This is an optimization exercise on Yosys and OpenROAD, whose aim is small area and a short achievable clock period, not a production implementation. At most, simulation tests tie the RTL to the original design; equivalence was not proved. For run 6, only the layout was checked, not whether the RTL still works. Power is estimated from default activity; no workload was simulated.

<file path="flow/run.sh">
#!/bin/bash
# Layout: the standard flow (standard.sh) with one change: buffer_ports, which puts a
# buffer on every input and output port, uses sky130_fd_sc_hd__buf_1 cells instead of the
# cell it picks by itself (the delay buffer clkdlybuf4s50_1). make's full output goes to
# orfs_make.log here; each tool's own log is under orfs/logs/.
set -euo pipefail
bash standard.sh "BUFFER_PORTS_ARGS=-buffer_cell sky130_fd_sc_hd__buf_1" finish > orfs_make.log 2>&1
</file>
<file path="standard.sh">
#!/bin/bash
# synth_recipe.tcl (not shown) runs the flow's synth.tcl, then flattens the netlist and writes it again
# the make line also repeats each setting of config.mk as NAME=value (left out here)
make -C /OpenROAD-flow-scripts/flow DESIGN_CONFIG=/design/flow/config.mk WORK_HOME=/design/flow/orfs CLKGATE_MAP_FILE= SYNTH_SCRIPT=/design/flow/synth_recipe.tcl "${@:-finish}"
</file>
<file path="config.mk">
export PLATFORM = sky130hd
export DESIGN_NAME = vad_speech_segmenter
export DESIGN_NICKNAME = vad_speech_segmenter
export VERILOG_FILES = /design/flow/design.v
export SDC_FILE = /design/flow/constraint.sdc
export NUM_CORES = 4
export LEC_CHECK = 0
export CAP_MARGIN = 5
export CORE_MARGIN = 2
export CORE_UTILIZATION = 65
export CTS_BUF_LIST = sky130_fd_sc_hd__clkbuf_8
export CTS_CLUSTER_DIAMETER = 50
export CTS_CLUSTER_SIZE = 16
export PLACE_DENSITY = 0.75
export SETUP_SLACK_MARGIN = 4.6
export SLEW_MARGIN = 5
</file>
<file path="constraint.sdc">
create_clock -name core_clock -period 9.5 [get_ports {clk_i}]
set_input_delay 1.9000 -clock core_clock [delete_from_list [all_inputs] [get_ports {clk_i}]]
set_output_delay 1.9000 -clock core_clock [all_outputs]
set_load 0.01 [all_outputs]
</file>
<file path="design.v">
package vss_pkg;
  localparam int unsigned COUNT_WIDTH_DEF = 32;
  localparam int unsigned PROB_WIDTH_DEF  = 16;
  localparam int unsigned WIN_WIDTH       = 16;
  localparam int unsigned CFG_IDX_WIDTH   = 3;
  localparam logic [31:0] THRESH_RESET      = 32'd32768;
  localparam logic [31:0] GAP_RESET         = 32'd9830;
  localparam logic [WIN_WIDTH-1:0] WIN_RESET = 16'd1024;
  localparam logic [31:0] MIN_SIL_RESET     = 32'd0;
  localparam logic [31:0] SPLIT_PAUSE_RESET = 32'd1568;
  localparam logic [31:0] MIN_SPEECH_RESET  = 32'd1024;
  typedef enum logic [CFG_IDX_WIDTH-1:0] {
    CFG_THRESHOLD   = 3'd0,
    CFG_GAP         = 3'd1,
    CFG_WINDOW      = 3'd2,
    CFG_MIN_SILENCE = 3'd3,
    CFG_SPLIT_PAUSE = 3'd4,
    CFG_MIN_SPEECH  = 3'd5,
    CFG_MAX_SPEECH  = 3'd6
  } vss_cfg_idx_e;
  typedef enum logic [1:0] {
    REASON_SILENCE = 2'd0,
    REASON_SPLIT   = 2'd1,
    REASON_EOS     = 2'd2
  } vss_reason_e;
  typedef enum logic {
    KIND_PROB = 1'b0,
    KIND_EOS  = 1'b1
  } vss_kind_e;
endpackage
import vss_pkg::*;
module vss_cmp #(
  parameter int unsigned N = 32
) (
  input  logic [N-1:0] a_i,
  input  logic [N-1:0] nb_i,
  output logic         gt_o,
  output logic         lt_o
);
  if (N == 1) begin : g_leaf
    assign gt_o = a_i[0] & nb_i[0];
    assign lt_o = ~(a_i[0] | nb_i[0]);
  end else begin : g_node
    localparam int unsigned L = N / 2;
    logic gt_h, lt_h, gt_l, lt_l;
    vss_cmp #(.N(N - L)) u_h (.a_i(a_i[N-1:L]), .nb_i(nb_i[N-1:L]), .gt_o(gt_h), .lt_o(lt_h));
    vss_cmp #(.N(L))     u_l (.a_i(a_i[L-1:0]), .nb_i(nb_i[L-1:0]), .gt_o(gt_l), .lt_o(lt_l));
    assign gt_o = gt_h | (~lt_h & gt_l);
    assign lt_o = lt_h | (~gt_h & lt_l);
  end
endmodule
module vss_diff_cmp #(
  parameter int unsigned N = 32
) (
  input  logic [N-1:0] nx_i,       
  input  logic [N-1:0] y_i,
  input  logic [N-1:0] k_i,
  input  logic         borrow_i,   
  output logic         gt_o,       
  output logic         ge_o        
);
  logic [N-1:0] sp, cp;
  logic         z_gt, z_lt, c_top, s_gt, s_ge;
  assign sp = nx_i ^ (y_i ^ k_i);   
  assign cp = (nx_i & y_i) | (nx_i & k_i) | (y_i & k_i);
  vss_cmp #(.N(N)) u_cmp (.a_i({cp[N-2:0], 1'b0}), .nb_i(sp), .gt_o(z_gt), .lt_o(z_lt));
  assign c_top = ~cp[N-1];
  assign s_gt  = z_lt;    
  assign s_ge  = ~z_gt;   
  assign gt_o  = (c_top & s_gt) | (c_top & borrow_i) | (s_gt & borrow_i);
  assign ge_o  = (c_top & s_ge) | (c_top & borrow_i) | (s_ge & borrow_i);
endmodule
module vss_core #(
  parameter int unsigned COUNT_WIDTH = COUNT_WIDTH_DEF,
  parameter int unsigned PROB_WIDTH  = PROB_WIDTH_DEF
) (
  input  logic                   clk_i,
  input  logic                   rst_ni,
  input  logic                   step_i,
  input  logic                   kind_i,
  input  logic [PROB_WIDTH-1:0]  prob_i,
  input  logic [COUNT_WIDTH-1:0] stream_len_i,
  input  logic [PROB_WIDTH-1:0]  thresh_n_i,   
  input  logic [PROB_WIDTH-1:0]  gap_i,
  input  logic [WIN_WIDTH-1:0]   window_d_i,   
  input  logic [COUNT_WIDTH-1:0] min_sil_i,
  input  logic [COUNT_WIDTH-1:0] split_pause_i,
  input  logic [COUNT_WIDTH-1:0] min_speech_i,
  input  logic [COUNT_WIDTH-1:0] max_speech_i,
  output logic                   res_valid_o,
  output logic [1:0]             res_reason_o,
  output logic [COUNT_WIDTH-1:0] res_start_o,      
  output logic [COUNT_WIDTH-1:0] res_end_o         
);
  logic                   in_speech_q, sil_valid_q, pause_valid_q, resumed_q, sil_lt_open_q;
  logic [COUNT_WIDTH-1:0] count_q, next_nq, next_q, open_q, resume_q, sil_q, pend_q;
  logic [COUNT_WIDTH-1:0] count_d, sil_s;
  logic is_speech, is_silence, split_hit, long_pause, sil_ok, speech_ok;
  logic spk_gt, spk_lt, sil_gt, sil_lt;
  logic b_open, b_sil, b_run;
  logic max_gt, max_ge, sp_gt, sp_ge, msil_gt, msil_ge, msp_gt, msp_ge;
  logic [PROB_WIDTH-1:0] psn, pcn;
  logic [COUNT_WIDTH-1:0] next_n, sil_s_n;
  logic win, silence_br, resuming, res_valid;
  logic wr_open, wr_resume, wr_sil, wr_pend;
  vss_cmp #(.N(PROB_WIDTH)) u_spk (.a_i(prob_i), .nb_i(thresh_n_i), .gt_o(spk_gt), .lt_o(spk_lt));
  assign is_speech = !spk_lt;
  assign psn = thresh_n_i ^ (prob_i ^ gap_i);
  assign pcn = (thresh_n_i & prob_i) | (thresh_n_i & gap_i) | (prob_i & gap_i);
  vss_cmp #(.N(PROB_WIDTH)) u_sil (
    .a_i({pcn[PROB_WIDTH-2:0], 1'b0}), .nb_i(psn), .gt_o(sil_gt), .lt_o(sil_lt)
  );
  assign is_silence = ~pcn[PROB_WIDTH-1] & sil_lt;
  assign sil_s   = sil_valid_q ? sil_q : next_q;
  assign sil_s_n = ~sil_s;
  assign next_q  = ~next_nq;
  assign next_n  = next_nq;
  logic unused_b, unused_c;
  vss_cmp #(.N(COUNT_WIDTH)) u_b_open (.a_i(open_q), .nb_i(next_nq), .gt_o(b_open), .lt_o(unused_b));
  vss_cmp #(.N(COUNT_WIDTH)) u_b_sil (.a_i(sil_q), .nb_i(next_nq), .gt_o(b_sil), .lt_o(unused_c));
  assign b_run = sil_valid_q ? sil_lt_open_q : b_open;
  vss_diff_cmp #(.N(COUNT_WIDTH)) u_max (
    .nx_i(next_n), .y_i(open_q), .k_i(max_speech_i), .borrow_i(b_open), .gt_o(max_gt), .ge_o(max_ge)
  );
  vss_diff_cmp #(.N(COUNT_WIDTH)) u_sp (
    .nx_i(next_n), .y_i(sil_q), .k_i(split_pause_i), .borrow_i(b_sil), .gt_o(sp_gt), .ge_o(sp_ge)
  );
  vss_diff_cmp #(.N(COUNT_WIDTH)) u_msil (
    .nx_i(next_n), .y_i(sil_q), .k_i(min_sil_i), .borrow_i(b_sil), .gt_o(msil_gt), .ge_o(msil_ge)
  );
  vss_diff_cmp #(.N(COUNT_WIDTH)) u_msp (
    .nx_i(sil_s_n), .y_i(open_q), .k_i(min_speech_i), .borrow_i(b_run), .gt_o(msp_gt), .ge_o(msp_ge)
  );
  assign split_hit  = in_speech_q && (max_speech_i != '1) && max_gt;
  assign long_pause = sil_valid_q && sp_gt;
  assign sil_ok     = sil_valid_q ? msil_ge : (min_sil_i == '0);
  assign speech_ok  = msp_gt;
  assign win        = !kind_i;
  assign silence_br = win && !split_hit && is_silence && in_speech_q;
  assign resuming   = pause_valid_q && resumed_q;
  always_comb begin
    res_valid    = 1'b0;
    res_reason_o = REASON_SILENCE;
    if (kind_i == KIND_EOS) begin
      res_valid    = in_speech_q;
      res_reason_o = REASON_EOS;
    end else if (split_hit && !is_speech) begin
      res_valid    = 1'b1;
      res_reason_o = REASON_SPLIT;
    end else if (silence_br) begin
      res_valid = sil_ok && speech_ok;
    end
  end
  assign res_valid_o = res_valid;
  assign wr_open   = win && is_speech && !in_speech_q;
  assign wr_resume = win && is_speech && sil_valid_q && pause_valid_q && !resumed_q;
  assign wr_sil    = kind_i || !sil_valid_q;
  assign wr_pend   = silence_br && long_pause || res_valid && !(win && split_hit && pause_valid_q);
  always_ff @(posedge clk_i) begin
    if (step_i) begin
      if (wr_open || win && !is_speech && split_hit && resuming)
        open_q <= resuming ? resume_q : count_q;
      if (wr_resume || res_valid)
        resume_q <= wr_resume ? count_q : open_q;
      if (wr_sil) begin
        sil_q         <= next_q;
        sil_lt_open_q <= b_open;
      end
      if (wr_pend)
        pend_q <= kind_i ? stream_len_i : ((win && split_hit) ? next_q : sil_s);
    end
  end
  assign res_start_o = resume_q;
  assign res_end_o   = pend_q;
  assign count_d = !step_i ? count_q : (kind_i ? '0 : next_q);
  logic [WIN_WIDTH:0]               next_lo;
  logic [COUNT_WIDTH-WIN_WIDTH-1:0] count_hi_inc;
  logic [COUNT_WIDTH-1:0]           next_d;
  assign next_lo      = {1'b0, count_d[WIN_WIDTH-1:0]} + {1'b0, window_d_i};
  assign count_hi_inc = count_d[COUNT_WIDTH-1:WIN_WIDTH] + 1'b1;
  assign next_d       = {next_lo[WIN_WIDTH] ? count_hi_inc : count_d[COUNT_WIDTH-1:WIN_WIDTH],
                         next_lo[WIN_WIDTH-1:0]};
  always_ff @(posedge clk_i or negedge rst_ni) begin
    if (!rst_ni) begin
      count_q <= '0;
      next_nq <= ~(COUNT_WIDTH'(WIN_RESET));
    end else begin
      count_q <= count_d;
      next_nq <= ~next_d;
    end
  end
  always_ff @(posedge clk_i or negedge rst_ni) begin
    if (!rst_ni) begin
      in_speech_q   <= 1'b0;
      sil_valid_q   <= 1'b0;
      pause_valid_q <= 1'b0;
      resumed_q     <= 1'b0;
    end else if (step_i) begin
      if (kind_i) begin
        in_speech_q   <= 1'b0;
        sil_valid_q   <= 1'b0;
        pause_valid_q <= 1'b0;
        resumed_q     <= 1'b0;
      end else if (is_speech) begin
        in_speech_q <= 1'b1;
        sil_valid_q <= 1'b0;
        if (sil_valid_q && pause_valid_q) resumed_q <= 1'b1;
      end else if (split_hit) begin
        in_speech_q   <= resuming;
        sil_valid_q   <= 1'b0;
        pause_valid_q <= 1'b0;
        resumed_q     <= 1'b0;
      end else if (silence_br) begin
        if (res_valid) begin
          in_speech_q   <= 1'b0;
          sil_valid_q   <= 1'b0;
          pause_valid_q <= 1'b0;
          resumed_q     <= 1'b0;
        end else begin
          sil_valid_q <= 1'b1;
          if (long_pause) begin
            pause_valid_q <= 1'b1;
            resumed_q     <= 1'b0;
          end
        end
      end
    end
  end
endmodule
import vss_pkg::*;
module vad_speech_segmenter #(
  parameter int unsigned COUNT_WIDTH = COUNT_WIDTH_DEF,
  parameter int unsigned PROB_WIDTH  = PROB_WIDTH_DEF,
  localparam int unsigned CfgWidth   = (COUNT_WIDTH > PROB_WIDTH) ? COUNT_WIDTH : PROB_WIDTH
) (
  input  logic                     clk_i,
  input  logic                     rst_ni,
  input  logic                     cfg_we_i,
  input  logic [CFG_IDX_WIDTH-1:0] cfg_idx_i,
  input  logic [CfgWidth-1:0]      cfg_data_i,
  input  logic                     in_valid_i,
  output logic                     in_stall_o,
  input  logic                     kind_i,
  input  logic [PROB_WIDTH-1:0]    speech_prob_i,
  input  logic [COUNT_WIDTH-1:0]   stream_length_i,
  output logic                     out_valid_o,
  input  logic                     out_stall_i,
  output logic [COUNT_WIDTH-1:0]   seg_start_o,
  output logic [COUNT_WIDTH-1:0]   seg_end_o,
  output logic [1:0]               end_reason_o
);
  logic [PROB_WIDTH-1:0]  thresh_nq, gap_q;   
  logic [WIN_WIDTH-1:0]   window_q;
  logic [COUNT_WIDTH-1:0] min_sil_q, split_pause_q, min_speech_q, max_speech_q;
  logic                   in_valid_q;
  logic                   kind_q;
  logic [COUNT_WIDTH-1:0] payload_q;
  logic                   out_valid_q;
  logic [1:0]             reason_q;
  logic                   advance;
  logic [WIN_WIDTH-1:0]   window_d;
  logic                   res_valid;
  logic [1:0]             res_reason;
  logic [COUNT_WIDTH-1:0] res_start, res_end;
  assign advance    = in_valid_q && (!out_valid_q || !out_stall_i);
  assign in_stall_o = in_valid_q && out_valid_q && out_stall_i;
  always_ff @(posedge clk_i or negedge rst_ni) begin
    if (!rst_ni) begin
      thresh_nq     <= ~(PROB_WIDTH'(THRESH_RESET));
      gap_q         <= PROB_WIDTH'(GAP_RESET);
      window_q      <= WIN_RESET;
      min_sil_q     <= COUNT_WIDTH'(MIN_SIL_RESET);
      split_pause_q <= COUNT_WIDTH'(SPLIT_PAUSE_RESET);
      min_speech_q  <= COUNT_WIDTH'(MIN_SPEECH_RESET);
      max_speech_q  <= '1;
    end else if (cfg_we_i) begin
      case (cfg_idx_i)
        CFG_THRESHOLD:   thresh_nq     <= ~cfg_data_i[PROB_WIDTH-1:0];
        CFG_GAP:         gap_q         <= cfg_data_i[PROB_WIDTH-1:0];
        CFG_WINDOW:      window_q      <= cfg_data_i[WIN_WIDTH-1:0];
        CFG_MIN_SILENCE: min_sil_q     <= cfg_data_i[COUNT_WIDTH-1:0];
        CFG_SPLIT_PAUSE: split_pause_q <= cfg_data_i[COUNT_WIDTH-1:0];
        CFG_MIN_SPEECH:  min_speech_q  <= cfg_data_i[COUNT_WIDTH-1:0];
        CFG_MAX_SPEECH:  max_speech_q  <= cfg_data_i[COUNT_WIDTH-1:0];
        default: ;
      endcase
    end
  end
  assign window_d = (cfg_we_i && cfg_idx_i == CFG_WINDOW) ? cfg_data_i[WIN_WIDTH-1:0] : window_q;
  always_ff @(posedge clk_i or negedge rst_ni) begin
    if (!rst_ni) begin
      in_valid_q <= 1'b0;
    end else if (!in_stall_o) begin
      in_valid_q <= in_valid_i;
    end
  end
  always_ff @(posedge clk_i) begin
    if (!in_stall_o) begin
      kind_q    <= kind_i;
      payload_q <= kind_i ? stream_length_i
                          : {stream_length_i[COUNT_WIDTH-1:PROB_WIDTH], speech_prob_i};
    end
  end
  vss_core #(
    .COUNT_WIDTH(COUNT_WIDTH),
    .PROB_WIDTH (PROB_WIDTH)
  ) u_core (
    .clk_i          (clk_i),
    .rst_ni         (rst_ni),
    .step_i         (advance),
    .kind_i         (kind_q),
    .prob_i         (payload_q[PROB_WIDTH-1:0]),
    .stream_len_i   (payload_q),
    .thresh_n_i     (thresh_nq),
    .gap_i          (gap_q),
    .window_d_i     (window_d),
    .min_sil_i      (min_sil_q),
    .split_pause_i  (split_pause_q),
    .min_speech_i   (min_speech_q),
    .max_speech_i   (max_speech_q),
    .res_valid_o    (res_valid),
    .res_reason_o   (res_reason),
    .res_start_o    (res_start),
    .res_end_o      (res_end)
  );
  always_ff @(posedge clk_i or negedge rst_ni) begin
    if (!rst_ni) begin
      out_valid_q <= 1'b0;
    end else if (advance) begin
      out_valid_q <= res_valid;
    end else if (!out_stall_i) begin
      out_valid_q <= 1'b0;
    end
  end
  always_ff @(posedge clk_i) begin
    if (advance) reason_q <= res_reason;
  end
  assign out_valid_o  = out_valid_q;
  assign seg_start_o  = res_start;
  assign seg_end_o    = res_end;
  assign end_reason_o = reason_q;
endmodule
</file>
==> results of run 1 <==
layout make-up:
cell class                 instances  area (sq um)  share of cell area [%]
multi-input combinational       1591         13350                   48.54
sequential                       410         11200                   40.70
timing repair buffer             183         850.8                   3.093
clock buffer                      49         674.4                   2.451
tap                              511         639.4                   2.324
clock inverter                    35         422.9                   1.537
inverter                          98         372.9                   1.355
synthesized netlist by cell type, drive strengths merged (17+ instances only):
master  count
a211oi     30
a21oi     106
a22oi      25
a31oi      29
buf        25
clkbuf     56
dfrtp     156
dfstp      90
edfxtp    164
fa        114
ha         47
inv        97
maj3       35
mux2      255
mux2i      43
nand2     189
nand2b     25
nand3      22
nor2       89
nor2b      23
nor3       32
nor4       17
o211ai     27
o21ai     133
o22ai      37
o31ai      44
xnor2      31
xor2       18
path summary, 6_finish.rpt:
check,startpoint,end,slack [ns]
max,out_stall_i,in_stall_o,4.71
min reg2reg,window_q[8],window_q[8],0.52
max reg2reg,u_core.next_nq[11],u_core.resume_q[24],4.73
max in group asynchronous,rst_ni,u_core.next_nq[10],6.55
min,window_q[8],window_q[8],0.52
min in group asynchronous,rst_ni,split_pause_q[14],1.40
cell families after synthesis:
kind of cell / after synthesis / synth area share (%)
compound gates: 568 / 15.22
mux: 298 / 13.21
flops: 410 / 44.77
simple gates: 477 / 9.148
xor+xnor: 49 / 1.716
buf+inv: 179 / 3.038
fa+ha+maj: 196 / 12.91
stage by stage:
stage	worst slack (ns)	power [W]	util [%]	hold slack [ns]	area, sq um
2_1_floorplan	4.253	0.005232	-	0.4480	25160
4_1_cts	4.596	0.007791	72.37	0.5158	27320
3_3_place_gp	3.618	0.006186	69.23	0.4877	26140
5_1_grt	4.538	0.008359	72.87	0.5282	27510
3_5_place_dp	3.499	0.006326	69.23	0.4949	26140
6_report	4.707	0.007919	72.87	0.5157	27510
worst register-to-register path, stage by stage, from the launching register on:
cell and delay, ns:
dfstp_2 0.70, fa_1 0.51, a31oi_1 0.27, o31ai_1 0.13
maj3_1 0.36, maj3_1 0.36, maj3_1 0.44, o21ai_1 0.26
nand2_1 0.12, o221a_2 0.35, nor4_4 0.40, a21oi_2 0.16
o21ai_4 0.16, buf_12 0.25
routing by layer:
| metal | track usage (%) | wire length (um) | up-vias |
|---|---|---|---|
| met5 | 0 | 0 | - |
| met4 | 13.17 | 2735 | 0 |
| met3 | 7.924 | 7273 | 153 |
| met2 | 56.15 | 33500 | 975 |
| met1 | 52.33 | 30560 | 9663 |
| li1 | - | - | 8466 |
report_power, final:
part	total (W)	internal [W]	leakage [nW]	switching [W]
Sequential	0.00288	0.00234	4.46	0.000546
Combinational	0.00361	0.00150	5.90	0.00212
Clock	0.00142	0.000662	0.561	0.000761
timing repair:
| action | 4_1_cts | 5_1_grt |
|---|---|---|
| gates resized for setup | 17 | 14 |
| gates cloned | 1 | 3 |
| endpoints found under the setup margin | 72 | 102 |
| setup buffers | 0 | 9 |
| hold buffers | 0 | 0 |
| pin swaps | 2 | 2 |
==> flow_summary.ini, run 1 <==
[synthesis]
ys_top_cells_by_area = edfxtp_1, dfrtp_1, mux2_2
syn-num-nets = 2427
ys_ff_latch = 410
yosys.area.top_type = edfxtp_1
synth_edf_count = 164
async_flop_share_pct = 60.00
yosys_most_used_dff = edfxtp_1
syn_area_per_cell_sq_um = 11.48
netlist.area_leader.share_pct = 19.70
synthDistinctLibCells = 91
syn_inst = 2177
ys_seq_area_share_pct = 44.77
ys_warn_count = 2
netlist_area_sq_um = 25000

[critical_path]
crit_fanout = 7
cp_cell_sequence = buf_1 -> nand3_2 -> inv_1 -> buf_1
critPathBufInv = 3
start_kind = input pin
ff2ff_path_depth = 13
critPathKind = in2out
crit_path_max_incr_delay_ns = 0.39
cpMaxStageDelayCell = nand3_2
crit_cells = 4
critical-path-top-delay-family = buffers and inverters
arrival_ns = 2.89
path_common_cell = buf_1
crit_required_ns = 7.60
critPathCaptureType = output pin

[sta]
timing.final.crit_share_pct = 50.46
setup_viol_count_final = 0
skew_ns = 0.02203
max_freq_ghz = 0.2086
worstMarginPinSlew_ns = 1.161
hold_viol = 0
setup_tns_ns = 0
min_period_ns = 4.793
slew_headroom_pct = 22.31
grt_setup_unrepaired = true
drv_slew = 0

[pwr]
peakVddDrop_mv = 0.1628
p_leak_nw = 10.93
p_per_area_nw_per_um2 = 287.8

[grt]
grt_overflow = 0
grt_pass1_vias = 18890
grt_pass1_wl_mm = 112.4
track_usage_pct = 36.75
antenna_found_initial = 0
grt_start_max_net_pins = 68

[die]
start_util_pct = 66.22
die_h_um = 200.1
core_sq_um = 37760
die_area_sq_um = 40050
boundaryPins = 157
die_x_um = 200.1
std_cell_rows = 71

[clock_tree]
clk_latency_ns = 0.66
clockBufferDepth = 3
cts.reportedPaths.clkPinSlew_ns = 0.09
h-tree-depth = 2
clockRootBuffer = clkbuf_8
cts_buffers = 45
cts_sinks = 410
cts_tree = done

[placement]
dp.final_hpwl_mm = 52.44
gp_congestion = 0.9493
io_buffers = 156
placed_cells = 2780

[min_path]
min_path_type = reg2reg
min_path_cells = 1

[finish]
final_common_cell = mux2_2
final_nets = 2579
layoutNonFillerInstCount = 2877
layout_common_cells = mux2_2, nand2_1, edfxtp_1
drive_above_1_share_pct = 22.57
syn2layout_area_growth_pct = 10.03
n_fill_cell = 2704
n_antenna_cell = 0

[routing]
drc = 0
routed_via_density = 6.693
first_pass_iters = 5
dr.first_iter.drc_count = 2051
vias = 19260
drtAntennaViolNets = 0
route.detailed.wl_per_inst_um = 25.75
postRouteWirelength_mm = 74.08

[job]
drv_cap = 0

[status]
status = complete, no violations
==> inputs of run 2 (changes only) <==
--- a/config.mk
+++ b/config.mk
@@ -12,5 +12,5 @@
 export CTS_CLUSTER_DIAMETER = 50
 export CTS_CLUSTER_SIZE = 16
 export PLACE_DENSITY = 0.75
-export SETUP_SLACK_MARGIN = 4.6
+export SETUP_SLACK_MARGIN = 4.4
 export SLEW_MARGIN = 5
==> run 2 against run 1 <==
Compared with the run above: still clean; design area is 0.88% lower; clock power is 9.9% lower; non-clock buffer count is 2 lower; cell count is 0.28% lower; hold slack worse by 0.0046 ns; register-to-register slack worse by 0.38 ns; via count is 0.21% lower; routed wire length is 1.1% lower; clock skew is 0.022 ns higher; first-iteration DRC count is 0.29% higher; critical endpoint is now u_core.resume_q[6]; largest cell class unchanged; largest power group unchanged.
==> flow_summary.ini, run 2 <==
[finish]
layoutNonFillerInstCount = 2869
stdcell_area_sq_um = 27270
drive_above_1_share_pct = 21.68
n_fill_cell = 2731
syn2layout_area_growth_pct = 9.063
final_common_cell = mux2_2
final_nets = 2573
layout_common_cells = mux2_2, nand2_1, edfxtp_1

[placement]
placed_cells = 2784
dp_slack_ns = 3.469
gp_congestion = 0.9358
dp.final_hpwl_mm = 52.57
placed_area_sq_um = 26150
io_buffers = 156

[routing]
vias = 19220
postRouteWirelength_mm = 73.27
drc = 0
dr.first_iter.drc_count = 2057
routed_via_density = 6.698
drtAntennaViolNets = 0
first_pass_iters = 7
route.detailed.wl_per_inst_um = 25.54

[synthesis]
syn_area_per_cell_sq_um = 11.48
yosys_most_used_dff = edfxtp_1
ys_top_cells_by_area = edfxtp_1, dfrtp_1, mux2_2
syn-num-nets = 2427
ys_ff_latch = 410
synth_edf_count = 164
ys_seq_area_share_pct = 44.77
netlist_area_sq_um = 25000
synthDistinctLibCells = 91
netlist_top_cells_count = mux2_2, nand2_1, edfxtp_1
synth_most_common_cell = mux2_2
netlist.area_leader.share_pct = 19.70
yosys.area.top_type = edfxtp_1
syn_inst = 2177
async_flop_share_pct = 60.00
ys_warn_count = 2

[pwr]
p_per_area_nw_per_um2 = 282.5
total_power_w = 0.007702
p_int_w = 0.004362
sw_frac_of_total_pct = 43.37
seqPwrFrac_pct = 37.4
peakVddDrop_mv = 0.1998
p_leak_nw = 10.84
p_clk_share_pct = 16.6
power.switching_w = 0.003340
pwr-share-comb_pct = 46.0

[sta]
worst_slack_ns = 4.351
timing.final.crit_share_pct = 54.20
setup_viol_count_final = 0
drv_slew = 0
min_period_ns = 5.149
grt_setup_unrepaired = true
slew_headroom_pct = 25.92
hold_viol = 0
worstMarginPinSlew_ns = 1.111
skew_ns = 0.04440
max_freq_ghz = 0.1942
setup_tns_ns = 0

[critical_path]
critPathBufInv = 1
critical-path-top-delay-family = compound AO/OA/AOI/OAI gates
path_common_cell = nor4_1
start_kind = flop
arrival_ns = 5.52
crit_path_max_incr_delay_ns = 0.76
crit_required_ns = 9.87
cpMaxStageDelayCell = dfstp_2
crit_cells = 13
cp_cell_sequence = fa_1 -> a21o_1 -> a2111oi_0 -> nor4_1 -> a221o_1 -> maj3_2 -> o32ai_2 -> maj3_4 -> and2_1 -> nor4_1 -> a21oi_1 -> o21ai_4 -> buf_8
crit_fanout = 27
ff2ff_path_depth = 13
critPathKind = reg2reg
critPathCaptureType = flop

[die]
start_util_pct = 66.22
boundaryPins = 157
core_sq_um = 37760
std_cell_rows = 71
die_area_sq_um = 40050
die_x_um = 200.1
die_h_um = 200.1

[grt]
grt_start_max_net_pins = 77
grt_pass1_vias = 18720
grt_overflow = 0
grt_pass1_wl_mm = 111.8
track_usage_pct = 36.73
antenna_found_initial = 0

[job]
drv_cap = 0

[status]
status = complete, no violations

[clock_tree]
clockRootBuffer = clkbuf_8
h-tree-depth = 2
cts_sinks = 410
cts.reportedPaths.clkPinSlew_ns = 0.10
clk_latency_ns = 0.67
cts_buffers = 44
clockBufferDepth = 3
cts_tree = done

[min_path]
min_path_cells = 2
min_path_type = reg2reg
==> run 2: cell counts after synthesis <==
No cell type changed its count.
==> run 2: metrics by stage <==
| stage | util [%] | hold slack, ns |
|---|---|---|
| after floorplan | - | 0.4480 |
| after global routing | 72.22 | 0.5194 |
| final | 72.23 | 0.5111 |
| after detailed placement | 69.27 | 0.4928 |
| after global placement | 69.27 | 0.4864 |
| after CTS | 71.92 | 0.5144 |
==> run 2: kinds of logic after synthesis <==
logic type | Yosys count | share of synthesized area [%]
AOI/OAI and AO/OA | 568 | 15.22
xor gates and xnor gates | 49 | 1.716
adders and majority gates | 196 | 12.91
buffers and inverters | 179 | 3.038
DFF | 410 | 44.77
muxes | 298 | 13.21
and+or+nand+nor | 477 | 9.148
==> run 2: final timing paths <==
path                                    startpoint                  to  slack (ns)
min in group asynchronous                   rst_ni    min_speech_q[17]        1.41
worst max register to register  u_core.next_nq[16]  u_core.resume_q[6]        4.35
max in group asynchronous                   rst_ni       min_sil_q[27]        6.08
worst min-delay path                 payload_q[24]   u_core.pend_q[24]        0.51
worst min register to register       payload_q[24]   u_core.pend_q[24]        0.51
worst max-delay path            u_core.next_nq[16]  u_core.resume_q[6]        4.35
==> run 2: power groups by stage <==
| stage | Sequential, W | Clock (W) | Combinational, W |
|---|---|---|---|
| final | 0.00288 | 0.00128 | 0.00354 |
| after global routing | 0.00293 | 0.00137 | 0.00384 |
| after CTS | 0.00287 | 0.00130 | 0.00345 |
| after detailed placement | 0.00290 | 0 | 0.00340 |
| after global placement | 0.00288 | 0 | 0.00328 |
| after floorplan | 0.00270 | 0 | 0.00252 |
==> run 2: worst reg2reg max path, cell delays in order (launching register included) <==
cell and delay, ns:
dfstp_2 0.76, fa_1 0.54, a21o_1 0.21, a2111oi_0 0.44
nor4_1 0.19, a221o_1 0.35, maj3_2 0.36, o32ai_2 0.34
maj3_4 0.28, and2_1 0.32, nor4_1 0.14, a21oi_1 0.43
o21ai_4 0.20, buf_8 0.27
==> run 2: per-layer routing <==
layer,wire (um),vias to the layer above,track usage (%)
met1,30360,9715,52.29
met5,0,-,0
met4,3344,0,15.62
met2,33140,876,56.41
met3,6424,162,6.118
li1,-,8463,-
==> run 2: area by class of cell <==
type / count / area, sq um / share of cell area, %
inverter: 98 / 370.4 / 1.358
clock buffer: 45 / 619.3 / 2.271
tap: 511 / 639.4 / 2.345
clock inverter: 35 / 334.1 / 1.225
sequential: 410 / 11190 / 41.05
timing repair buffer: 181 / 857.1 / 3.143
antenna: 1 / 2.502 / 0.009177
multi-input combinational: 1588 / 13250 / 48.60
==> run 2: what timing repair did <==
item | in CTS | in global routing
setup endpoints to repair | 79 | 108
hold endpoints to repair | 0 | 0
setup buffers | 0 | 2
hold buffers | 0 | 0
cloned | 0 | 2
pin swaps | 0 | 6
gates resized for setup | 10 | 11
==> inputs of run 3 (changes only) <==
--- a/config.mk
+++ b/config.mk
@@ -12,5 +12,7 @@
 export CTS_CLUSTER_DIAMETER = 50
 export CTS_CLUSTER_SIZE = 16
 export PLACE_DENSITY = 0.75
-export SETUP_SLACK_MARGIN = 4.4
+export SETUP_SLACK_MARGIN = 5
 export SLEW_MARGIN = 5
+export SYNTH_HIERARCHICAL = 1
+export SYNTH_MINIMUM_KEEP_SIZE = 150
==> run 3 against run 2 <==
Compared with the run above: clock power hardly changed; synthesized area is 0.99% lower; flip-flop and latch count stayed put; still clean on timing, DRC and antenna; combinational power is 4% higher; first-iteration DRC count is 4.7% lower; clock skew is 0.0050 ns lower; clock-buffer cell count is 1 higher; critical path type is now in2reg.
==> flow_summary.ini, run 3 <==
[synthesis]
async_flop_share_pct = 60.00
netlist_top_cells_count = mux2_2, edfxtp_1, nand2_1
synthDistinctLibCells = 86
syn_inst = 2136
synth_most_common_cell = mux2_2
ys_warn_count = 8
netlist.area_leader.share_pct = 19.89
synth_edf_count = 164
syn-num-nets = 2386
yosys_most_used_dff = edfxtp_1
yosys.area.top_type = edfxtp_1
netlist_area_sq_um = 24760
syn_area_per_cell_sq_um = 11.59
ys_top_cells_by_area = edfxtp_1, dfrtp_1, mux2_2
ys_ff_latch = 410
ys_seq_area_share_pct = 45.21

[clock_tree]
holdBufCountCts = 0
cts_tree = done
cts_buffers = 43
cts_sinks = 410
clockBufferDepth = 3
cts.reportedPaths.clkPinSlew_ns = 0.09
clk_latency_ns = 0.66
h-tree-depth = 2
clockRootBuffer = clkbuf_8

[die]
std_cell_rows = 71
die_h_um = 199.2
boundaryPins = 157
start_util_pct = 65.88
die_x_um = 199.2
die_area_sq_um = 39660
core_sq_um = 37580

[sta]
drv_slew = 0
slew_headroom_pct = 37.67
skew_ns = 0.03940
max_freq_ghz = 0.2054
worst_hold_slack_ns = 0.5083
hold_viol = 0
grt_setup_unrepaired = true
worstMarginPinSlew_ns = 0.9350
timing.final.crit_share_pct = 51.24
worst_slack_ns = 4.632
setup_tns_ns = 0
setup_viol_count_final = 0
min_period_ns = 4.868

[critical_path]
start_kind = input pin
critPathKind = in2reg
critPathCaptureType = flop
arrival_ns = 5.45
crit_required_ns = 10.08
crit_fanout = 7
ff2ff_path_depth = 15

[finish]
n_antenna_cell = 0
final_nets = 2612
final_common_cell = mux2_2
drive_above_1_share_pct = 26.46
syn2layout_area_growth_pct = 13.32
layout_common_cells = mux2_2, edfxtp_1, nand2_1
stdcell_area_sq_um = 28050

[routing]
route.detailed.wl_per_inst_um = 24.19
postRouteWirelength_mm = 70.33
drtAntennaViolNets = 0
routed_via_density = 6.576
first_pass_iters = 6
vias = 19120
dr.first_iter.drc_count = 1960
drc = 0

[placement]
dp.final_hpwl_mm = 47.56
dp_slack_ns = 3.211
placed_area_sq_um = 25920
gp_congestion = 0.9131
io_buffers = 156

[grt]
grt_overflow = 0
grt_pass1_vias = 18620
track_usage_pct = 35.46
grt_start_max_net_pins = 146
antenna_found_initial = 0
grt_pass1_wl_mm = 105.7

[status]
status = complete, no violations

[pwr]
p_leak_nw = 11.01
total_power_w = 0.007804
peakVddDrop_mv = 0.1755
p_per_area_nw_per_um2 = 278.2

[min_path]
min_path_cells = 2
min_path_type = reg2reg

[job]
drv_cap = 0
[run 3: cell families after synthesis]
group / synth area share (%)
AO/OA/AOI/OAI: 13.48
XOR/XNOR: 1.698
adder cells (fa/ha/maj): 13.95
buffers and inverters: 2.987
flip-flops: 45.21
multiplexers: 13.61
AND/OR/NAND/NOR: 9.062
[run 3: path summary, 6_finish.rpt]
path,from,endpoint,slack [ns]
worst max-delay path,cfg_idx_i[0],u_core.next_nq[31],4.63
worst min-delay path,thresh_nq[0],thresh_nq[0],0.51
worst max register to register,u_core.next_nq[8],u_core.resume_q[12],5.09
worst min register to register,thresh_nq[0],thresh_nq[0],0.51
max in group asynchronous,rst_ni,u_core.sil_valid_q,6.79
min in group asynchronous,rst_ni,u_core.count_q[6],1.29
[run 3: power by group]
| part | leakage, nW | switching (W) | internal (W) |
|---|---|---|---|
| Sequential | 4.46 | 0.000519 | 0.00234 |
| Combinational | 6.06 | 0.00200 | 0.00169 |
| Clock | 0.490 | 0.000703 | 0.000557 |
| Total | 11.0 | 0.00322 | 0.00458 |
[run 3: repair_timing]
item                                    in CTS  in global routing
endpoints found under the setup margin     112                141
buffers inserted                            43                 37
resized for setup                           54                 51
pin swaps                                   29                 34
cloned                                       5                  3
[run 3: per-layer routing]
metal | GRT usage (%) | share of wire [%] | up-vias
met2 | 53.03 | 44 | 1003
met3 | 7.814 | 11 | 165
met4 | 12.30 | 3.8 | 0
li1 | - | - | 8378
met1 | 51.52 | 42 | 9570
met5 | 0 | 0 | -
[run 3: critical path: stages]
cell	delay (ns)
buf_12	0.11
nor4bb_4	0.36
buf_12	0.18
mux2_4	0.31
ha_4	0.17
inv_2	0.05
fa_2	0.20
nor2b_2	0.05
o21ai_2	0.17
a21oi_2	0.09
o21ai_2	0.20
a21oi_2	0.10
o21ai_2	0.23
a31oi_2	0.14
and4_1	0.23
a2111oi_4	0.31
and3b_2	0.33
nand4b_1	0.14
xor2_1	0.16
[run 3: stage by stage]
stage,util (%),std cells
finish,74.65,2907
global route,74.65,2907
detailed placement,68.97,2740
global placement,68.97,2740
floorplan,-,2136
CTS,73.06,2867
[run 3: cell type report]
cell class / instances / area, sq um
multi-input cells: 1561 / 13310
well taps: 511 / 639.4
clock inverters: 33 / 296.5
clock buffers: 46 / 633.1
flip-flops and latches: 410 / 11200
fillers: 2517 / 9524
inverters: 89 / 334.1
repair buffers: 257 / 1635
==> inputs of run 4 (changes only) <==
--- a/config.mk
+++ b/config.mk
@@ -8,11 +8,9 @@
 export CAP_MARGIN = 5
 export CORE_MARGIN = 2
 export CORE_UTILIZATION = 65
-export CTS_BUF_LIST = sky130_fd_sc_hd__clkbuf_8
-export CTS_CLUSTER_DIAMETER = 50
-export CTS_CLUSTER_SIZE = 16
+export CTS_BUF_LIST = sky130_fd_sc_hd__clkbuf_16
+export CTS_CLUSTER_DIAMETER = 70
+export CTS_CLUSTER_SIZE = 25
 export PLACE_DENSITY = 0.75
 export SETUP_SLACK_MARGIN = 5
 export SLEW_MARGIN = 5
-export SYNTH_HIERARCHICAL = 1
-export SYNTH_MINIMUM_KEEP_SIZE = 150
==> run 4 against run 3 <==
Compared with the run above: largest cell class unchanged; non-clock buffer count decreased by 38; critical path depth shrank 1; routed wire length is 10% higher; critical endpoint is now u_core.next_nq[15].
==> flow_summary.ini, run 4 <==
[status]
status = complete, no violations

[synthesis]
synth_xor_area_share_pct = 1.716
synth_fa_ha_area_share_pct = 12.91
synth_compound_area_share_pct = 15.22
netlist_top_cells_count = mux2_2, nand2_1, edfxtp_1
synth_edf_count = 164
yosys.area.top_type = edfxtp_1
yosys_most_used_dff = edfxtp_1
yosys.area_share.simple_pct = 9.148
synthDistinctLibCells = 91
ys_seq_area_share_pct = 44.77
async_flop_share_pct = 60.00
ys_ff_latch = 410
synth_top_family_by_area = compound AO/OA/AOI/OAI gates
synth_most_common_cell = mux2_2
netlist_area_sq_um = 25000
netlist.area_leader.share_pct = 19.70
ys_top_cells_by_area = edfxtp_1, dfrtp_1, mux2_2
syn_area_per_cell_sq_um = 11.48
syn-num-nets = 2427
ys_warn_count = 2
syn_inst = 2177
synthMuxAreaShare_pct = 13.21

[die]
die_area_sq_um = 40050
std_cell_rows = 71
core_sq_um = 37760
start_util_pct = 66.22
die_h_um = 200.1
die_x_um = 200.1
boundaryPins = 157

[job]
drv_cap = 0

[grt]
grt_start_max_net_pins = 161
track_usage_pct = 38.64
grt_overflow = 0
antenna_found_initial = 0
grt_pass1_wl_mm = 117.3
grt_pass1_vias = 19600

[finish]
layout_common_cells = mux2_2, nand2_1, edfxtp_1
final_nets = 2603
n_antenna_cell = 0
stdcell_area_sq_um = 28260
multi_input_area_sq_um = 13590
fin_util_pct = 74.84
drive_above_1_share_pct = 24.64
register_area_sq_um = 11210
n_fill_cell = 2590
final_common_cell = mux2_2
syn2layout_area_growth_pct = 13.01

[pwr]
seqPwrFrac_pct = 34.8
p_int_w = 0.004739
pwr-share-comb_pct = 47.0
p_per_area_nw_per_um2 = 293.9
p_clk_share_pct = 18.3
p_leak_nw = 11.20
sw_frac_of_total_pct = 42.95
power.switching_w = 0.003567
peakVddDrop_mv = 0.2085

[critical_path]
critPathKind = in2reg
crit_path_max_incr_delay_ns = 0.42
critical-path-top-delay-family = compound AO/OA/AOI/OAI gates
crit_fanout = 4
critPathBufInv = 4
critPathCaptureType = flop
cpMaxStageDelayCell = a2111oi_4
crit_required_ns = 10.00
start_kind = input pin
arrival_ns = 5.25
path_common_cell = a21oi_2
cp_cell_sequence = buf_12 -> nor4bb_4 -> clkbuf_16 -> buf_6 -> mux2_4 -> buf_4 -> ha_4 -> a21o_1 -> a21oi_2 -> o21ai_1 -> a21oi_2 -> o21ai_1 -> a21oi_2 -> o21ai_2 -> a2111oi_4 -> o41ai_2 -> a21oi_1 -> xor2_1

[clock_tree]
clk_latency_ns = 0.58
clockBufferDepth = 3
cts_sinks = 410
cts.reportedPaths.clkPinSlew_ns = 0.08
cts_tree = done
cts_buffers = 34
clockRootBuffer = clkbuf_16
h-tree-depth = 2

[placement]
dp_slack_ns = 3.688
dp.final_hpwl_mm = 53.72
placed_area_sq_um = 26190
io_buffers = 156
gp_congestion = 0.9724

[sta]
hold_viol = 0
setup_tns_ns = 0
slew_headroom_pct = 23.30
timing.final.crit_share_pct = 50.00
min_period_ns = 4.750
worstMarginPinSlew_ns = 1.146
drv_slew = 0
skew_ns = 0.02498
setup_viol_count_final = 0
max_freq_ghz = 0.2105
worst_slack_ns = 4.750
grt_setup_unrepaired = true

[routing]
route.detailed.wl_per_inst_um = 26.78
first_pass_iters = 6
dr.first_iter.drc_count = 1907
routed_via_density = 6.776
drtAntennaViolNets = 0
postRouteWirelength_mm = 77.37
drc = 0
vias = 19580

[min_path]
min_path_type = reg2reg
run 4: cell count changes after synthesis, moves of 9 or more:
cell and delta:
o21ai_1 -27, nand2_1 +25, nor2_1 -22, o21ai_0 +19, maj3_1 -17, o22ai_1 +11
a22oi_1 +10, o221ai_1 +10, a211oi_1 +9, and3_1 -9, or2_2 -9, or3_1 +9
run 4: cell type report:
type / instances / area share [%]
tap: 511 / 2.263
clock inverter: 26 / 1.036
inverter: 98 / 1.346
sequential: 410 / 39.66
clock buffer: 35 / 3.100
timing repair buffer: 219 / 4.503
multi-input combinational: 1590 / 48.09
run 4: per-stage QoR:
step	instances	total power, W	hold slack [ns]
after floorplan	2177	0.005241	0.4480
after global placement	2783	0.006223	0.4860
after detailed placement	2783	0.006362	0.4945
after CTS	2867	0.008058	0.5121
after global routing	2889	0.008723	0.5259
final	2889	0.008306	0.5142
run 4: power groups by stage:
stage | clock network [W] | logic [W] | registers (W)
floorplan | 0 | 0.00254 | 0.00270
global placement | 0 | 0.00334 | 0.00288
detailed placement | 0 | 0.00346 | 0.00290
CTS | 0.00153 | 0.00366 | 0.00287
global route | 0.00160 | 0.00420 | 0.00293
finish | 0.00152 | 0.00390 | 0.00289
run 4: path summary, 6_finish.rpt:
path                                    start                 end  slack (ns)  cells past startpoint
setup / recovery                 cfg_idx_i[2]  u_core.next_nq[15]        4.75                     18
hold / removal                   window_q[14]        window_q[14]        0.51                      1
setup reg to reg           u_core.next_nq[16]   u_core.pend_q[11]        4.88                     13
hold reg to reg                  window_q[14]        window_q[14]        0.51                      1
max in group asynchronous              rst_ni  u_core.sil_valid_q        6.03                      3
min in group asynchronous              rst_ni    min_speech_q[17]        1.39                      1
run 4: worst reg2reg max path, delay by kind of cell, from the launching register on:
kind            cells  cell delay, ns
simple gates        3            0.50
flops               1            0.60
compound gates      6            2.04
fa+ha+maj           3            1.09
buf+inv             1            0.16
run 4: kinds of logic after synthesis:
logic type,count (synthesis)
compound gates,568
buf+inv,179
xor+xnor,49
mux,298
fa+ha+maj,196
simple gates,477
flops,410
run 4: repair_timing:
action,CTS,global route
hold buffers,0,0
hold endpoints to repair,0,0
resized for setup,63,44
endpoints found under the setup margin,148,145
pin swaps,28,24
gates cloned,3,1
setup buffers,20,21
run 4: routing by layer:
layer	up-vias	track usage [%]	wire (um)	share of wire, %
met5	-	0	0	0
met4	0	21.24	4289	5.5
met3	202	6.215	6554	8.5
met2	1038	60.59	35990	47
met1	9836	52.01	30540	39
li1	8499	-	-	-
==> inputs of run 5 (changes only) <==
--- a/config.mk
+++ b/config.mk
@@ -9,8 +9,8 @@
 export CORE_MARGIN = 2
 export CORE_UTILIZATION = 65
 export CTS_BUF_LIST = sky130_fd_sc_hd__clkbuf_16
-export CTS_CLUSTER_DIAMETER = 70
-export CTS_CLUSTER_SIZE = 25
+export CTS_CLUSTER_DIAMETER = 90
+export CTS_CLUSTER_SIZE = 32
 export PLACE_DENSITY = 0.75
 export SETUP_SLACK_MARGIN = 5
 export SLEW_MARGIN = 5
==> run 5 against run 4 <==
Compared with the run above: sequential power about the same; synthesized cell count unchanged; register-to-register slack improved by 0.10 ns; still clean; critical endpoint is now u_core.next_nq[31]; largest power group unchanged.
==> flow_summary.ini, run 5 <==
[routing]
postRouteWirelength_mm = 77.26
dr.first_iter.drc_count = 1933
vias = 19590
first_pass_iters = 6
drtAntennaViolNets = 0
drc = 0
routed_via_density = 6.794
route.detailed.wl_per_inst_um = 26.80

[critical_path]
cpMaxStageDelayCell = nor4bb_4
critPathKind = in2reg
start_kind = input pin
cp_cell_sequence = buf_12 -> nor4bb_4 -> buf_12 -> mux2_4 -> ha_4 -> inv_2 -> fa_2 -> nor2b_2 -> o21ai_2 -> a21oi_2 -> o21ai_2 -> a21boi_2 -> o2111ai_2 -> nand4b_1 -> a41o_2 -> and2_4 -> nand4_1 -> xor2_1
crit_path_max_incr_delay_ns = 0.35
critical-path-top-delay-family = compound AO/OA/AOI/OAI gates
critPathBufInv = 3
arrival_ns = 5.22
critPathCaptureType = flop
crit_fanout = 5
crit_required_ns = 10.00

[grt]
track_usage_pct = 38.34
antenna_found_initial = 1
grt_overflow = 0
groute.layer.met2.usage_pct = 60.23
grt_pass1_wl_mm = 117.0
grt_use_met3_pct = 6.411
gr-max-usage-layer = met2
grt_start_max_net_pins = 161
global_route.usage.met1_pct = 51.37
grt_pass1_vias = 19480

[clock_tree]
clockRootBuffer = clkbuf_16
clk_latency_ns = 0.57
holdBufCountCts = 0
cts_buffers = 19
cts_tree = done
cts_sinks = 410
cts.reportedPaths.clkPinSlew_ns = 0.12
h-tree-depth = 1
clockBufferDepth = 3

[sta]
grt_setup_unrepaired = true
setup_viol_count_final = 0
max_freq_ghz = 0.2119
timing.final.crit_share_pct = 49.67
setup_tns_ns = 0
drv_slew = 0
worstMarginPinSlew_ns = 1.191
hold_viol = 0
min_period_ns = 4.719
slew_headroom_pct = 20.30
skew_ns = 0.02620

[placement]
dp.final_hpwl_mm = 53.72
gp_congestion = 0.9724
placed_area_sq_um = 26190
placed_cells = 2783
io_buffers = 156

[synthesis]
ys_top_cells_by_area = edfxtp_1, dfrtp_1, mux2_2
yosys_most_used_dff = edfxtp_1
synth_edf_count = 164
async_flop_share_pct = 60.00
yosys.area.top_type = edfxtp_1
syn-num-nets = 2427
ys_ff_latch = 410
ys_warn_count = 2
ys_seq_area_share_pct = 44.77
synth_most_common_cell = mux2_2
netlist_top_cells_count = mux2_2, nand2_1, edfxtp_1
syn_area_per_cell_sq_um = 11.48
syn_inst = 2177
netlist.area_leader.share_pct = 19.70
netlist_area_sq_um = 25000
synthDistinctLibCells = 91

[die]
boundaryPins = 157
std_cell_rows = 71
die_area_sq_um = 40050
core_sq_um = 37760
die_x_um = 200.1
start_util_pct = 66.22
die_h_um = 200.1

[finish]
n_antenna_cell = 0
final_common_cell = mux2_2
syn2layout_area_growth_pct = 11.67
drive_above_1_share_pct = 24.28
stdcell_area_sq_um = 27920
layoutNonFillerInstCount = 2883
final_nets = 2610
layout_common_cells = mux2_2, nand2_1, edfxtp_1

[status]
status = complete, no violations

[job]
drv_cap = 0

[min_path]
min_path_type = reg2reg

[pwr]
peakVddDrop_mv = 0.1893
p_per_area_nw_per_um2 = 282.2
p_leak_nw = 11.12
==> run 5: changes by cell type in the layout (fill, tap and decap cells not counted), moves of 4 or more <==
cell / before / now
buf_4: 48 / 62
buf_6: 7 / 15
clkbuf_16: 37 / 19
clkinv_8: 7 / 3
inv_1: 93 / 97
inv_2: 6 / 2
==> run 5: final timing paths <==
check                      slack, ns  depth (start not counted)               start            endpoint
setup / recovery                4.78                         18        cfg_idx_i[0]  u_core.next_nq[31]
hold / removal                  0.52                          1         window_q[8]         window_q[8]
setup reg to reg                4.98                         13  u_core.next_nq[16]   u_core.pend_q[11]
hold reg to reg                 0.52                          1         window_q[8]         window_q[8]
max in group asynchronous       6.03                          3              rst_ni  u_core.next_nq[10]
min in group asynchronous       1.39                          1              rst_ni    min_speech_q[17]
==> run 5: routing by layer <==
layer,vias to the layer above,wire length [um],share of wire (%)
li1,8500,-,-
met1,9896,30780,40
met2,980,35560,46
met3,210,6275,8.1
met4,0,4645,6.0
met5,-,0,0
==> run 5: cells by family (layout without fill, tap and decap cells) <==
group / after synthesis / after routing / synth area share, %
and+or+nand+nor: 477 / 478 / 9.148
muxes: 298 / 298 / 13.21
adders and majority gates: 196 / 196 / 12.91
AOI/OAI and AO/OA: 568 / 569 / 15.22
xor gates and xnor gates: 49 / 49 / 1.716
DFF: 410 / 410 / 44.77
buffers and inverters: 179 / 372 / 3.038
==> run 5: repair_timing <==
item / CTS / global route
pin swaps: 20 / 20
gates cloned: 3 / 0
endpoints found under the setup margin: 147 / 177
gates resized for setup: 61 / 54
setup buffers: 41 / 23
==> run 5: worst reg2reg max path, cell delays in order (launching register included) <==
cell and delay (ns):
dfstp_2 0.61, fa_1 0.48, a21o_1 0.23, a2111oi_0 0.42, nor4_1 0.16, a221o_1 0.33
maj3_2 0.35, o32ai_2 0.31, maj3_4 0.26, nand2_4 0.18, nor4b_1 0.35, a221o_1 0.24
a21o_4 0.13, buf_12 0.17
==> run 5: final cells by class <==
cell class	count	area (sq um)
inverters	98	375.4
flip-flops and latches	410	11210
clock buffers	19	475.5
clock inverters	14	165.2
multi-input cells	1590	13610
repair buffers	241	1448
well taps	511	639.4
fillers	2626	9836
==> run 5: power breakdown <==
| group | switching [W] | internal, W |
|---|---|---|
| sequential | 0.000535 | 0.00233 |
| combinational | 0.00229 | 0.00166 |
| clock | 0.000633 | 0.000424 |
| total | 0.00345 | 0.00442 |
==> run 5: stage by stage <==
| stage | hold slack [ns] | total power, W | worst slack [ns] | utilization [%] |
|---|---|---|---|---|
| global route | 0.5350 | 0.008295 | 4.587 | 73.95 |
| global placement | 0.4860 | 0.006223 | 3.771 | 69.38 |
| CTS | 0.5206 | 0.007616 | 4.983 | 72.83 |
| detailed placement | 0.4945 | 0.006362 | 3.688 | 69.38 |
| finish | 0.5219 | 0.007878 | 4.781 | 73.95 |
| floorplan | 0.4480 | 0.005241 | 4.320 | - |
==> inputs of run 6 (changes only) <==
--- a/design.v
+++ b/design.v
@@ -83,10 +83,12 @@
   input  logic [PROB_WIDTH-1:0]  thresh_n_i,   
   input  logic [PROB_WIDTH-1:0]  gap_i,
   input  logic [WIN_WIDTH-1:0]   window_d_i,   
-  input  logic [COUNT_WIDTH-1:0] min_sil_i,
+  input  logic [COUNT_WIDTH-1:0] min_sil_i,      
+  input  logic                   min_sil_set_i,
   input  logic [COUNT_WIDTH-1:0] split_pause_i,
   input  logic [COUNT_WIDTH-1:0] min_speech_i,
-  input  logic [COUNT_WIDTH-1:0] max_speech_i,
+  input  logic [COUNT_WIDTH-1:0] max_speech_i,   
+  input  logic                   max_speech_set_i,
   output logic                   res_valid_o,
   output logic [1:0]             res_reason_o,
   output logic [COUNT_WIDTH-1:0] res_start_o,      
@@ -131,9 +133,9 @@
   vss_diff_cmp #(.N(COUNT_WIDTH)) u_msp (
     .nx_i(sil_s_n), .y_i(open_q), .k_i(min_speech_i), .borrow_i(b_run), .gt_o(msp_gt), .ge_o(msp_ge)
   );
-  assign split_hit  = in_speech_q && (max_speech_i != '1) && max_gt;
+  assign split_hit  = in_speech_q && max_speech_set_i && (max_speech_i != '1) && max_gt;
   assign long_pause = sil_valid_q && sp_gt;
-  assign sil_ok     = sil_valid_q ? msil_ge : (min_sil_i == '0);
+  assign sil_ok     = !min_sil_set_i || (sil_valid_q ? msil_ge : (min_sil_i == '0));
   assign speech_ok  = msp_gt;
   assign win        = !kind_i;
   assign silence_br = win && !split_hit && is_silence && in_speech_q;
@@ -252,6 +254,7 @@
   logic [PROB_WIDTH-1:0]  thresh_nq, gap_q;   
   logic [WIN_WIDTH-1:0]   window_q;
   logic [COUNT_WIDTH-1:0] min_sil_q, split_pause_q, min_speech_q, max_speech_q;
+  logic                   min_sil_set_q, max_speech_set_q;
   logic                   in_valid_q;
   logic                   kind_q;
   logic [COUNT_WIDTH-1:0] payload_q;
@@ -269,23 +272,27 @@
       thresh_nq     <= ~(PROB_WIDTH'(THRESH_RESET));
       gap_q         <= PROB_WIDTH'(GAP_RESET);
       window_q      <= WIN_RESET;
-      min_sil_q     <= COUNT_WIDTH'(MIN_SIL_RESET);
+      min_sil_set_q    <= 1'b0;
       split_pause_q <= COUNT_WIDTH'(SPLIT_PAUSE_RESET);
       min_speech_q  <= COUNT_WIDTH'(MIN_SPEECH_RESET);
-      max_speech_q  <= '1;
+      max_speech_set_q <= 1'b0;
     end else if (cfg_we_i) begin
       case (cfg_idx_i)
         CFG_THRESHOLD:   thresh_nq     <= ~cfg_data_i[PROB_WIDTH-1:0];
         CFG_GAP:         gap_q         <= cfg_data_i[PROB_WIDTH-1:0];
         CFG_WINDOW:      window_q      <= cfg_data_i[WIN_WIDTH-1:0];
-        CFG_MIN_SILENCE: min_sil_q     <= cfg_data_i[COUNT_WIDTH-1:0];
+        CFG_MIN_SILENCE: min_sil_set_q    <= 1'b1;
         CFG_SPLIT_PAUSE: split_pause_q <= cfg_data_i[COUNT_WIDTH-1:0];
         CFG_MIN_SPEECH:  min_speech_q  <= cfg_data_i[COUNT_WIDTH-1:0];
-        CFG_MAX_SPEECH:  max_speech_q  <= cfg_data_i[COUNT_WIDTH-1:0];
+        CFG_MAX_SPEECH:  max_speech_set_q <= 1'b1;
         default: ;
       endcase
     end
   end
+  always_ff @(posedge clk_i) begin
+    if (cfg_we_i && cfg_idx_i == CFG_MIN_SILENCE) min_sil_q    <= cfg_data_i[COUNT_WIDTH-1:0];
+    if (cfg_we_i && cfg_idx_i == CFG_MAX_SPEECH)  max_speech_q <= cfg_data_i[COUNT_WIDTH-1:0];
+  end
   assign window_d = (cfg_we_i && cfg_idx_i == CFG_WINDOW) ? cfg_data_i[WIN_WIDTH-1:0] : window_q;
   always_ff @(posedge clk_i or negedge rst_ni) begin
     if (!rst_ni) begin
@@ -315,9 +322,11 @@
     .gap_i          (gap_q),
     .window_d_i     (window_d),
     .min_sil_i      (min_sil_q),
+    .min_sil_set_i  (min_sil_set_q),
     .split_pause_i  (split_pause_q),
     .min_speech_i   (min_speech_q),
     .max_speech_i   (max_speech_q),
+    .max_speech_set_i(max_speech_set_q),
     .res_valid_o    (res_valid),
     .res_reason_o   (res_reason),
     .res_start_o    (res_start),
--- a/config.mk
+++ b/config.mk
@@ -8,9 +8,9 @@
 export CAP_MARGIN = 5
 export CORE_MARGIN = 2
 export CORE_UTILIZATION = 65
-export CTS_BUF_LIST = sky130_fd_sc_hd__clkbuf_16
-export CTS_CLUSTER_DIAMETER = 90
-export CTS_CLUSTER_SIZE = 32
+export CTS_BUF_LIST = sky130_fd_sc_hd__clkbuf_8
+export CTS_CLUSTER_DIAMETER = 50
+export CTS_CLUSTER_SIZE = 16
 export PLACE_DENSITY = 0.75
 export SETUP_SLACK_MARGIN = 5
 export SLEW_MARGIN = 5
==> run 6 against run 5 <==
Compared with the run above: maximum frequency increased by 3.0%; first-iteration DRC count decreased by 14%; synthesized area decreased by 1.3%; routed wire length decreased by 9.1%; flip-flop and latch count increased by 2; worst setup slack improved by 0.14 ns; clock-buffer cell count increased by 28; sequential share of layout area increased by 1.7 points; design area decreased by 1.2%; core utilization decreased by 0.40 points; via count decreased by 2.3%; critical path type unchanged; highest routed layer unchanged.
==> flow_summary.ini, run 6 <==
[sta]
setup_tns_ns = 0
grt_setup_unrepaired = true
max_freq_ghz = 0.2184
min_period_ns = 4.579
worstMarginPinSlew_ns = 1.173
worst_slack_ns = 4.921
drv_slew = 0
hold_viol = 0
skew_ns = 0.05587
timing.final.crit_share_pct = 48.20
worst_hold_slack_ns = 0.4737
slew_headroom_pct = 21.81
setup_viol_count_final = 0

[placement]
io_buffers = 156
dp.final_hpwl_mm = 49.86
dp_slack_ns = 3.893
gp_congestion = 0.9429

[die]
die_area_sq_um = 39550
boundaryPins = 157
core_sq_um = 37490
die_h_um = 198.9
start_util_pct = 65.84
std_cell_rows = 71
die_x_um = 198.9

[clock_tree]
holdBufCountCts = 0
clockRootBuffer = clkbuf_8
cts.reportedPaths.clkPinSlew_ns = 0.09
cts_tree = done
cts_sinks = 412
clockBufferDepth = 3
h-tree-depth = 2
clk_latency_ns = 0.67
cts_buffers = 44

[critical_path]
cpMaxStageDelayCell = fa_2
start_kind = input pin
arrival_ns = 5.17
crit_required_ns = 10.09
critPathKind = in2reg
crit_path_max_incr_delay_ns = 0.38
critPathCaptureType = flop
crit_fanout = 4
cp_cell_sequence = buf_6 -> nand2b_4 -> nor2_4 -> buf_12 -> mux2_4 -> ha_4 -> inv_2 -> fa_2 -> nor2b_1 -> o21ai_1 -> a21oi_1 -> o21a_1 -> o21ai_2 -> a21o_1 -> a31oi_4 -> o2111ai_4 -> or2_4 -> nor3b_2 -> xnor2_1

[finish]
drive_above_1_share_pct = 20.80
layout_common_cells = edfxtp_1, nand2_1, mux2_2
syn2layout_area_growth_pct = 11.70
final_nets = 2589
fin_util_pct = 73.55
final_common_cell = edfxtp_1

[synthesis]
ys_ff_latch = 412
netlist.area_leader.share_pct = 27.74
synth_edf_count = 228
synthDistinctLibCells = 92
ys_warn_count = 2
async_flop_share_pct = 44.66
ys_seq_area_share_pct = 46.68
ys_top_cells_by_area = edfxtp_1, dfrtp_1, fa_1
yosys.area.top_type = edfxtp_1
netlist_area_sq_um = 24680
syn_area_per_cell_sq_um = 11.46
syn_inst = 2153
netlist_top_cells_count = edfxtp_1, nand2_1, mux2_2
synth_most_common_cell = edfxtp_1
yosys_most_used_dff = edfxtp_1
syn-num-nets = 2403

[job]
drv_cap = 0

[routing]
postRouteWirelength_mm = 70.21
route.detailed.wl_per_inst_um = 24.32
dr.first_iter.drc_count = 1662
drtAntennaViolNets = 0
vias = 19140
drc = 0
first_pass_iters = 6
routed_via_density = 6.628

[pwr]
peakVddDrop_mv = 0.1530
p_leak_nw = 10.46
p_per_area_nw_per_um2 = 259.5
total_power_w = 0.007156

[grt]
grt_overflow = 0
antenna_found_initial = 1
grt_start_max_net_pins = 127
track_usage_pct = 35.54
grt_pass1_wl_mm = 104.4
grt_pass1_vias = 18510

[status]
status = complete, no violations

[min_path]
min_path_type = reg2reg
run 6: cell types whose count changed after synthesis, moves of 14 or more:
cell,delta
dfrtp_1,-30
dfstp_2,-32
edfxtp_1,+64
mux2_2,-65
mux2i_1,-31
nand2_1,+24
o21ai_0,+50
o221ai_1,-14
run 6: repair_timing:
item                       4_1_cts  5_1_grt
resized for setup               26       53
pin swaps                        9       25
setup endpoints to repair      143      140
buffers inserted                 8       30
cloned                           3        4
run 6: worst paths after layout:
kind | slack, ns | end | from | cells after the start
setup / recovery | 4.92 | u_core.next_nq[26] | cfg_idx_i[2] | 19
setup reg to reg | 5.04 | u_core.pend_q[6] | u_core.next_nq[28] | 15
hold reg to reg | 0.47 | min_sil_set_q | min_sil_set_q | 1
hold / removal | 0.47 | min_sil_set_q | min_sil_set_q | 1
max in group asynchronous | 6.86 | min_speech_q[21] | rst_ni | 2
min in group asynchronous | 1.36 | gap_q[0] | rst_ni | 1
run 6: cell families after synthesis:
logic type                 Yosys count  share of synthesized area (%)
AOI/OAI and AO/OA                  598                          15.75
and+or+nand+nor                    508                          9.905
DFF                                412                          46.68
adders and majority gates          209                          13.61
muxes                              206                          9.408
buffers and inverters              173                          2.970
xor gates and xnor gates            47                          1.668
run 6: through the flow:
step | cell area, sq um | std cells
2_1_floorplan | 24880 | 2153
3_3_place_gp | 25870 | 2759
3_5_place_dp | 25870 | 2759
4_1_cts | 27060 | 2852
5_1_grt | 27570 | 2886
6_report | 27570 | 2887
run 6: area by class of cell:
type                            instances  area, sq um
Antenna cell                            1        2.502
Clock buffer                           47        646.9
Clock inverter                         35        339.1
Fill cell                            2665         9916
Inverter                               92        349.1
Multi-Input combinational cell       1570        12790
Sequential cell                       412        11540
Tap cell                              511        639.4
Timing Repair Buffer                  219         1265
run 6: report_power, final:
group          total, W  internal [W]  leakage (nW)  switching (W)
Clock           0.00131      0.000598         0.528       0.000716
Combinational   0.00309       0.00133          5.60        0.00176
Sequential      0.00275       0.00228          4.33       0.000471
run 6: worst max-delay path: cells and delay by family:
kind | cells | cell delay (ns)
muxes | 1 | 0.17
buffers and inverters | 3 | 0.26
xor gates and xnor gates | 1 | 0.14
AOI/OAI and AO/OA | 7 | 1.21
adders and majority gates | 2 | 0.52
and+or+nand+nor | 5 | 0.95
run 6: routing by layer:
metal	vias to the layer above	track usage, %	wire length [um]
li1	8438	-	-
met1	9528	50.74	28340
met2	1026	52.42	31000
met3	144	9.207	8334
met4	0	13.99	2532
met5	-	0	0

-- re-timing with driven ports --
The flow's constraints put no driver on any port. The routed layouts listed below were extracted and timed again, unchanged, in two steps. Step 1: set_driving_cell puts a clkbuf_16 on clk_i and a buf_2 on each other input, an assumption about the parent block. Step 2 moves the port delays by t, midway between the first and last clock arrival at a register: inputs arrive t later, outputs are due t later. That takes back most of the time a late clock gives input paths. Three values: no drivers, after step 1, after step 2; two values: the first two.
| run | shift t [ns] | setup WS [ns] | worst setup path at the end | slew at the worst register clock pin (ns) | pins driven straight from the clock port |
|---|---|---|---|---|---|
| run 1 | 0.704 | 4.707 / 4.680 / 4.047 | input to register | 0.10 / 0.10 | 1 |
| run 2 | 0.698 | 4.351 / 4.351 / 3.957 | input to register | 0.10 / 0.10 | 1 |
| run 3 | 0.694 | 4.632 / 4.635 / 3.941 | input to register | 0.10 / 0.10 | 1 |
| run 4 | 0.621 | 4.750 / 4.760 / 4.139 | input to register | 0.10 / 0.10 | 1 |
| run 5 | 0.618 | 4.781 / 4.789 / 4.171 | input to register | 0.13 / 0.13 | 1 |
| run 6 | 0.696 | 4.921 / 4.934 / 4.238 | input to register | 0.10 / 0.10 | 1 |
After both steps setup and hold are still met in every run listed. For run 3, which loses most, drivers alone change the setup slack by +0.003 ns; drivers and shift together by -0.691 ns.
